Source: an optimization exercise on an open RTL-to-GDS flow (aim: small area, a short achievable clock period and few clock cycles). Production flows keep margins and buffers that such runs may drop. Function was checked by simulation only, so behaviour that the tests miss may differ from the original. No activity file was given, so power comes from the tool's default toggle rates.

## flow/constraint.sdc

```tcl
create_clock -name core_clock -period 11.0 [get_ports {clk}]
set_input_delay 2.2000 -clock core_clock [delete_from_list [all_inputs] [get_ports {clk}]]
set_output_delay 2.2000 -clock core_clock [all_outputs]
set_load 0.01 [all_outputs]
```

## flow/run.sh

```bash
#!/bin/bash
# synth_recipe.tcl (not shown) runs the flow's synth.tcl, then flattens the netlist and writes it again
# the make line also repeats each setting of config.mk as NAME=value (left out here)
make -C /OpenROAD-flow-scripts/flow DESIGN_CONFIG=/design/flow/config.mk WORK_HOME=/design/flow/orfs CLKGATE_MAP_FILE= SYNTH_SCRIPT=/design/flow/synth_recipe.tcl finish
```

## flow/config.mk

```make
export PLATFORM = sky130hd
export DESIGN_NAME = omok_game_ctrl
export DESIGN_NICKNAME = omok_game_ctrl
export VERILOG_FILES = /design/flow/design.v
export SDC_FILE = /design/flow/constraint.sdc
export NUM_CORES = 4
export LEC_CHECK = 0
export CAP_MARGIN = 20
export CORE_MARGIN = 2
export CORE_UTILIZATION = 25
export SLEW_MARGIN = 20
```

## flow/design.v

```verilog
package omok_pkg;
  localparam int MAP_N = 10;
  localparam int CELLS = MAP_N * MAP_N;
  localparam logic [1:0] CELL_EMPTY = 2'b00;
  localparam logic [1:0] CELL_BLACK = 2'b10;
  localparam logic [1:0] CELL_WHITE = 2'b11;
  localparam logic [1:0] WIN_NONE  = 2'b00;
  localparam logic [1:0] WIN_BLACK = 2'b10;
  localparam logic [1:0] WIN_WHITE = 2'b11;
  localparam logic [1:0] WIN_DRAW  = 2'b01;
  typedef enum logic [1:0] {
    ST_IDLE     = 2'd0,
    ST_CHECK    = 2'd1,
    ST_GAMEOVER = 2'd2
  } state_t;
  function automatic int dir_dr(input logic [1:0] d);
    dir_dr = (d == 2'd0) ? 0 : 1;
  endfunction
  function automatic int dir_dc(input logic [1:0] d);
    case (d)
      2'd0:    dir_dc = 1;
      2'd1:    dir_dc = 0;
      2'd2:    dir_dc = 1;
      default: dir_dc = -1;
    endcase
  endfunction
  function automatic logic [1:0] stone_of(input logic side);
    stone_of = side ? CELL_WHITE : CELL_BLACK;
  endfunction
endpackage
module omok_move_stack #(
  parameter int DEPTH = omok_pkg::CELLS,
  parameter int W     = 7
) (
  input  logic         clk,
  input  logic         rst_n,
  input  logic         push_vld,
  input  logic         pop_vld,
  input  logic [W-1:0] push_dat,
  output logic [W-1:0] top_dat,
  output logic [6:0]   count
);
  localparam int AW = (DEPTH > 1) ? $clog2(DEPTH) : 1;
  logic [W-1:0] hist_mem [DEPTH];
  logic [6:0]   count_q, count_d;
  logic         do_push, do_pop;
  always_comb begin
    do_pop  = pop_vld && (count_q != 7'd0);
    do_push = push_vld && !pop_vld && (int'(count_q) < DEPTH);
    count_d = count_q;
    if (do_pop) begin
      count_d = count_q - 7'd1;
    end else if (do_push) begin
      count_d = count_q + 7'd1;
    end
  end
  always_ff @(posedge clk or negedge rst_n) begin
    if (!rst_n) begin
      count_q <= '0;
    end else begin
      count_q <= count_d;
    end
  end
  always_ff @(posedge clk) begin
    if (do_push) begin
      hist_mem[AW'(count_q)] <= push_dat;
    end
  end
  assign top_dat = (count_q != 7'd0) ? hist_mem[AW'(count_q - 7'd1)] : '0;
  assign count   = count_q;
endmodule
module omok_game_ctrl #(
  parameter int MAP_N   = omok_pkg::MAP_N,
  parameter int WIN_LEN = 5
) (
  input  logic                     clk,
  input  logic                     rst,
  input  logic [7:0]               cursor_pos,
  input  logic                     put_req,
  input  logic                     undo_req,
  output logic [2*MAP_N*MAP_N-1:0] board_state,
  output logic                     turn,
  output logic [6:0]               move_count,
  output logic                     busy,
  output logic                     game_over,
  output logic [1:0]               winner,
  output logic                     reject
);
  localparam int NCELLS = MAP_N * MAP_N;
  omok_pkg::state_t                state_q, state_d;
  logic [2*NCELLS-1:0]   board_q, board_d;
  logic                  turn_q, turn_d;
  logic [1:0]            winner_q, winner_d;
  logic                  reject_q, reject_d;
  logic                  armed_q, armed_d;
  logic [7:0]            org_r_q, org_r_d, org_c_q, org_c_d;
  logic [1:0]            colour_q, colour_d;
  logic [1:0]            dir_q, dir_d;
  logic                  neg_q, neg_d;
  logic [7:0]            step_q, step_d;
  logic [7:0]            cnt_q, cnt_d;
  logic                  push_vld, pop_vld;
  logic [6:0]            top_dat, mc;
  int                    pos_i, cur_idx, top_i, sgn, pr, pc, pidx;
  logic                  pos_ok, cur_empty, in_b, match, walk_end, put_go, undo_go;
  omok_move_stack #(.DEPTH(NCELLS), .W(7)) u_stack (
    .clk      (clk),
    .rst_n    (rst),
    .push_vld (push_vld),
    .pop_vld  (pop_vld),
    .push_dat (cursor_pos[6:0]),
    .top_dat  (top_dat),
    .count    (mc)
  );
  always_comb begin
    state_d  = state_q;
    board_d  = board_q;
    turn_d   = turn_q;
    winner_d = winner_q;
    reject_d = 1'b0;
    armed_d  = 1'b1;
    org_r_d  = org_r_q;
    org_c_d  = org_c_q;
    colour_d = colour_q;
    dir_d    = dir_q;
    neg_d    = neg_q;
    step_d   = step_q;
    cnt_d    = cnt_q;
    push_vld = 1'b0;
    pop_vld  = 1'b0;
    walk_end = 1'b0;
    put_go    = put_req && armed_q;
    undo_go   = undo_req && armed_q;
    pos_i     = int'(cursor_pos);
    pos_ok    = pos_i < NCELLS;
    cur_idx   = pos_ok ? pos_i : 0;
    cur_empty = pos_ok && (board_q[2*cur_idx +: 2] == omok_pkg::CELL_EMPTY);
    top_i     = int'(top_dat);
    sgn   = neg_q ? -1 : 1;
    pr    = int'(org_r_q) + sgn * omok_pkg::dir_dr(dir_q) * int'(step_q);
    pc    = int'(org_c_q) + sgn * omok_pkg::dir_dc(dir_q) * int'(step_q);
    in_b  = (pr >= 0) && (pr < MAP_N) && (pc >= 0) && (pc < MAP_N);
    pidx  = in_b ? (pr * MAP_N + pc) : 0;
    match = in_b && (board_q[2*pidx +: 2] == colour_q);
    unique case (state_q)
      omok_pkg::ST_IDLE: begin
        if (undo_go) begin
          if (mc == 7'd0) begin
            reject_d = 1'b1;
          end else begin
            pop_vld  = 1'b1;
            board_d[2*top_i +: 2] = omok_pkg::CELL_EMPTY;
            winner_d = omok_pkg::WIN_NONE;
            turn_d   = ~turn_q;
          end
        end else if (put_go) begin
          if (cur_empty) begin
            board_d[2*cur_idx +: 2] = omok_pkg::stone_of(turn_q);
            push_vld = 1'b1;
            org_r_d  = 8'(cur_idx / MAP_N);
            org_c_d  = 8'(cur_idx % MAP_N);
            colour_d = omok_pkg::stone_of(turn_q);
            dir_d    = 2'd0;
            neg_d    = 1'b0;
            step_d   = 8'd1;
            cnt_d    = 8'd1;
            state_d  = omok_pkg::ST_CHECK;
          end else begin
            reject_d = 1'b1;
          end
        end
      end
      omok_pkg::ST_CHECK: begin
        if (put_go || undo_go) begin
          reject_d = 1'b1;
        end
        if (match) begin
          if (int'(cnt_q) + 1 >= WIN_LEN) begin
            state_d  = omok_pkg::ST_GAMEOVER;
            winner_d = colour_q;
          end else begin
            cnt_d = cnt_q + 8'd1;
            if (int'(step_q) >= WIN_LEN - 1) begin
              walk_end = 1'b1;
            end else begin
              step_d = step_q + 8'd1;
            end
          end
        end else begin
          walk_end = 1'b1;
        end
        if (walk_end) begin
          step_d = 8'd1;
          if (!neg_q) begin
            neg_d = 1'b1;
          end else if (dir_q != 2'd3) begin
            dir_d = dir_q + 2'd1;
            neg_d = 1'b0;
            cnt_d = 8'd1;
          end else if (int'(mc) == NCELLS) begin
            state_d  = omok_pkg::ST_GAMEOVER;
            winner_d = omok_pkg::WIN_DRAW;
          end else begin
            turn_d  = ~turn_q;
            state_d = omok_pkg::ST_IDLE;
          end
        end
      end
      omok_pkg::ST_GAMEOVER: begin
        if (undo_go) begin
          if (mc == 7'd0) begin
            reject_d = 1'b1;
          end else begin
            pop_vld  = 1'b1;
            board_d[2*top_i +: 2] = omok_pkg::CELL_EMPTY;
            winner_d = omok_pkg::WIN_NONE;
            state_d  = omok_pkg::ST_IDLE;
          end
        end else if (put_go) begin
          reject_d = 1'b1;
        end
      end
      default: state_d = omok_pkg::ST_IDLE;
    endcase
  end
  always_ff @(posedge clk or negedge rst) begin
    if (!rst) begin
      state_q  <= omok_pkg::ST_IDLE;
      board_q  <= '0;
      turn_q   <= 1'b0;
      winner_q <= omok_pkg::WIN_NONE;
      reject_q <= 1'b0;
      armed_q  <= 1'b0;
      org_r_q  <= '0;
      org_c_q  <= '0;
      colour_q <= omok_pkg::CELL_EMPTY;
      dir_q    <= '0;
      neg_q    <= 1'b0;
      step_q   <= '0;
      cnt_q    <= '0;
    end else begin
      state_q  <= state_d;
      board_q  <= board_d;
      turn_q   <= turn_d;
      winner_q <= winner_d;
      reject_q <= reject_d;
      armed_q  <= armed_d;
      org_r_q  <= org_r_d;
      org_c_q  <= org_c_d;
      colour_q <= colour_d;
      dir_q    <= dir_d;
      neg_q    <= neg_d;
      step_q   <= step_d;
      cnt_q    <= cnt_d;
    end
  end
  assign board_state = board_q;
  assign turn        = turn_q;
  assign move_count  = mc;
  assign busy        = (state_q == omok_pkg::ST_CHECK);
  assign game_over   = (state_q == omok_pkg::ST_GAMEOVER);
  assign winner      = winner_q;
  assign reject      = reject_q;
endmodule
```

==> metrics.md <==
| Metric | Value |
|---|---|
| Die Y | `between 400 and 500 um` |
| Post-synthesis sequential area ratio | `0.546` |
| Count of max-cap constraint violations | `0` |
| Switch share | `0.499` |
| P_int | `9640 uW` |
| Starting density of the core | `0.252` |
| Vias per inst | `5.23` |
| Placer Congestion | `around 1` |
| Min-delay src | `org_c_q[5]` |
| Crit path largest cell delay | `0.81 ns` |
| Die Width | `around 450 um` |
| Sequential Area | `0.0272 mm^2` |
| Routed WL per cell | `around 26 um` |
| RR Endpoint | `neg_q` |
| Busiest grt layer | `met2` |
| Startpoint types | `flop` |
| Relative slew margins | `0.190` |
| Area of the multi-input gates | `around 0.021 mm^2` |
| Largest cells by area after synthesis | `edfxtp_1, dfrtp_1, mux4_2, fa_1, a21oi_1` |
| Rows | `around 160` |
| Slowest stage cell, crit path | `nor3_1` |
| Final min period | `between 9 and 10 ns` |
| Hold Path Depth | `2` |
| Post-Syn Instances | `around 3,800` |
| Gr ovfl total | `0` |
| Peak VDD IR | `between 0.5 and 0.6 mV` |
| CTS Hold Buffers Added | `0` |
| Skew-Pair Late Insertion Delay | `0.71 ns` |
| Pwr Density | `approximately 330 mW/mm^2` |
| RSZ-0062 raised after global routing | `no` |
| Total Wirelength | `about 170,000 um` |
| H-Tree Depth | `3` |
| Fin. Hold Viols | `0` |
| Combinational Power Share | `0.611` |
| Post-synth EDFFs | `700` |
| Endpoints failing setup | `0` |
| Worst-path clk slew | `0.06 ns` |
| Met1 GRT Util | `0.219` |
| Clock net sink count | `approximately 950` |
| Reg2reg setup slack | `between 1 and 1.5 ns` |
| Final HPWL DP | `around 120,000 um` |
| Die area | `roughly 0.20 mm^2` |
| Yosys warns | `2` |
| 1st-iter DRT viols | `4,350` |
| Setup crit end kind | `flop` |
| IO Pins | `between 200 and 250` |
| Lkg Pwr | `roughly 0.021 uW` |
| Root Buffer | `clkbuf_16` |
| Count leader, synth | `edfxtp_1` |
| Layout Cells excl Fill | `6,679` |
| DRC viols | `0` |
| TritonCTS clock tree | `built` |
| Worst-Margin Slew | `approximately 1.2 ns` |
| Worst slack, placed | `~1.3 ns` |
| Slew Limit Fails | `0` |
| Port Buf Inserts | `~220` |
| First-pass DRT Iterations | `6` |
| Met2 GRT Util | `0.256` |
| Register bit total from synthesis | `948` |
| Worst Path Max Fanout | `13` |
| Total Neg Setup Slack | `0 ns` |
| ANT nets after route | `0` |
| Register share of total power | `0.214` |
| Reg2reg start | `dir_q[0]` |
| GRT Total Usage | `0.165` |
| Share of cells above drive strength 1 | `0.147` |
| Vias in the first global route | `roughly 35,000` |
| Clock network power share | `0.175` |
| GR Layer Usage met3 | `0.0404` |
| Worst path arrival time | `10.35 ns` |
| Top-area cell type share of the netlist area | `0.421` |
| Finished Core Util | `0.295` |
| Outcome | `no timing/DRC/antenna violations` |
| Synth area leader | `edfxtp_1` |
| CTS Buffer Depth | `3` |
| Min-delay worst type | `flop to flop` |
| Crit path top cell by count | `inv_1` |
| Placed insts | `between 6,000 and 7,000` |
| Synth cell types | `~120` |
| CTS resizes | `0` |
| Setup Fix Bufs, Post-CTS | `0` |
| Post-route clock period utilization | `0.890` |
| Max Fclk | `between 0.1 and 0.15 GHz` |
| Hold Crit Endpoint | `org_c_q[5]` |
| Main synth FF type | `edfxtp_1` |
| Fillcell total | `19,900` |
| Mapped Avg Cell Area | `~13 um^2` |
| Switch Pwr | `between 9000 and 10,000 uW` |
| Worst path required time | `approximately 12 ns` |
| Kind of critical path | `flop to flop` |
| Async S/R FF share, synth | `0.262` |
| Commonest cells post-synth | `edfxtp_1, nor2_1, a21oi_1, mux4_2` |
| Initial antenna violation count | `10` |
| Placeable Area | `0.198 mm^2` |
| Netlist Area Pre-Place | `about 0.050 mm^2` |
| First-pass GRT wire length | `~250,000 um` |
| DR vias | `34,900` |
| Synth-to-Final Area Change | `17.1%` |
| R2R depth | `32` |
| Fin worst setup slack | `1.21 ns` |
| Layout Skew | `just under 0.05 ns` |
| TritonCTS Buffers | `92` |
| Pin count of the biggest net entering global routing | `about 120` |
| Nets | `4,179` |
[metal layers]
metal	vias to the layer above	wire length, um	share of wire
met4	6	8230	0.048
met5	-	34	0.00020
met2	1886	78300	0.46
met3	466	16400	0.095
met1	17900	68800	0.40
li1	14700	-	-
[worst max-delay path, delay by kind of cell (launching register included)]
| kind | cells | cell delay, ns |
|---|---|---|
| flip-flops | 1 | 0.39 |
| adder cells (fa/ha/maj) | 7 | 3.25 |
| AND/OR/NAND/NOR | 8 | 2.48 |
| buffers and inverters | 5 | 0.44 |
| AO/OA/AOI/OAI | 12 | 3.12 |
[through the flow]
| step | hold slack, ns | area, um^2 | power [uW] |
|---|---|---|---|
| floorplan | 0.450 | 49900 | 11300 |
| global placement | 0.466 | 55200 | 15500 |
| detailed placement | 0.471 | 55200 | 15500 |
| CTS | 0.486 | 58400 | 18900 |
| global route | 0.512 | 58400 | 19900 |
| finish | 0.479 | 58400 | 19200 |
[final cells by class]
| class | instances | area share |
|---|---|---|
| clock inverters | 60 | 0.0132 |
| inverters | 222 | 0.0143 |
| clock buffers | 111 | 0.0412 |
| diodes | 1 | 0.0000428 |
| multi-input cells | 2393 | 0.359 |
| well taps | 2640 | 0.0565 |
| repair buffers | 304 | 0.0493 |
| flip-flops and latches | 948 | 0.466 |
[how the worst max path moves through the flow]
stage,cells after the start,start,to
after floorplan,36,dir_q[0],neg_q
after global placement,32,dir_q[0],neg_q
after detailed placement,33,dir_q[0],step_q[7]
after CTS,33,dir_q[0],step_q[7]
after global routing,33,dir_q[0],winner_q[0]
final,32,dir_q[0],neg_q
[power groups by stage]
stage | clock [uW] | combinational [uW] | sequential, uW
3_5_place_dp | 0 | 11300 | 4190
3_3_place_gp | 0 | 11300 | 4180
5_1_grt | 3550 | 12200 | 4130
6_report | 3370 | 11700 | 4120
2_1_floorplan | 0 | 7210 | 4070
4_1_cts | 3400 | 11400 | 4110
[placed cells by master, fill, tap and decap left out, drive strengths merged, types with 111 or more instances in the layout]
master         count
clkbuf           111
nor2             344
mux4             272
o21ai            169
edfxtp           700
dfrtp            248
inv              220
a21oi            289
nand2            250
clkdlybuf4s50    216
[kinds of logic after synthesis]
kind of cell / count (synthesis) / share of synthesized area
multiplexers: 377 / 0.144
adder cells (fa/ha/maj): 206 / 0.0681
buffers and inverters: 438 / 0.0366
flip-flops: 948 / 0.546
AO/OA/AOI/OAI: 800 / 0.102
AND/OR/NAND/NOR: 944 / 0.0901
other: 1 / 0.0000752
XOR/XNOR: 64 / 0.0128
[registers in the layout, indices dropped and copies added (netlist names)]
register / flops
armed_q: 1
board_q: 200
cnt_q: 8
colour_q: 2
dir_q: 2
neg_q: 1
org_c_q: 8
org_r_q: 5
reject_q: 1
state_q: 2
step_q: 8
turn_q: 1
u_stack.count_q: 7
u_stack.hist_mem: 700
winner_q: 2
Testbench counts, summed over its fixed seeds: cycles 21,294.

==> separate check: timing with driven ports <==
The results above use ideal ports. As a check the final layout listed here was re-extracted and re-timed, cells and wires unchanged. Step 1 (the two cells are an assumption about what drives the block):
set clk [get_ports {clk}]
set_driving_cell -lib_cell sky130_fd_sc_hd__clkbuf_16 $clk
set_driving_cell -lib_cell sky130_fd_sc_hd__buf_2 [delete_from_list [all_inputs] $clk]
Step 2, shift: input delay + t, output delay - t, t = (earliest + latest rising clock arrival at the registers) / 2. This alone moves slack from input paths to output paths. Three values: no drivers, after step 1, after step 2; two values: the first two.
shift t [ns]: 0.759
slack for setup (ns): 1.206 / 1.206 / 1.206
worst hold slack (ns): 0.479 / 0.479 / 0.479
latest minus earliest clock arrival (ns): 0.048 / 0.048
slew at the worst register clock pin (ns): 0.07 / 0.07
After both steps this run still meets setup and hold. The setup slack of this run moves by 0.000 ns with the drivers and by 0.000 ns with both steps.
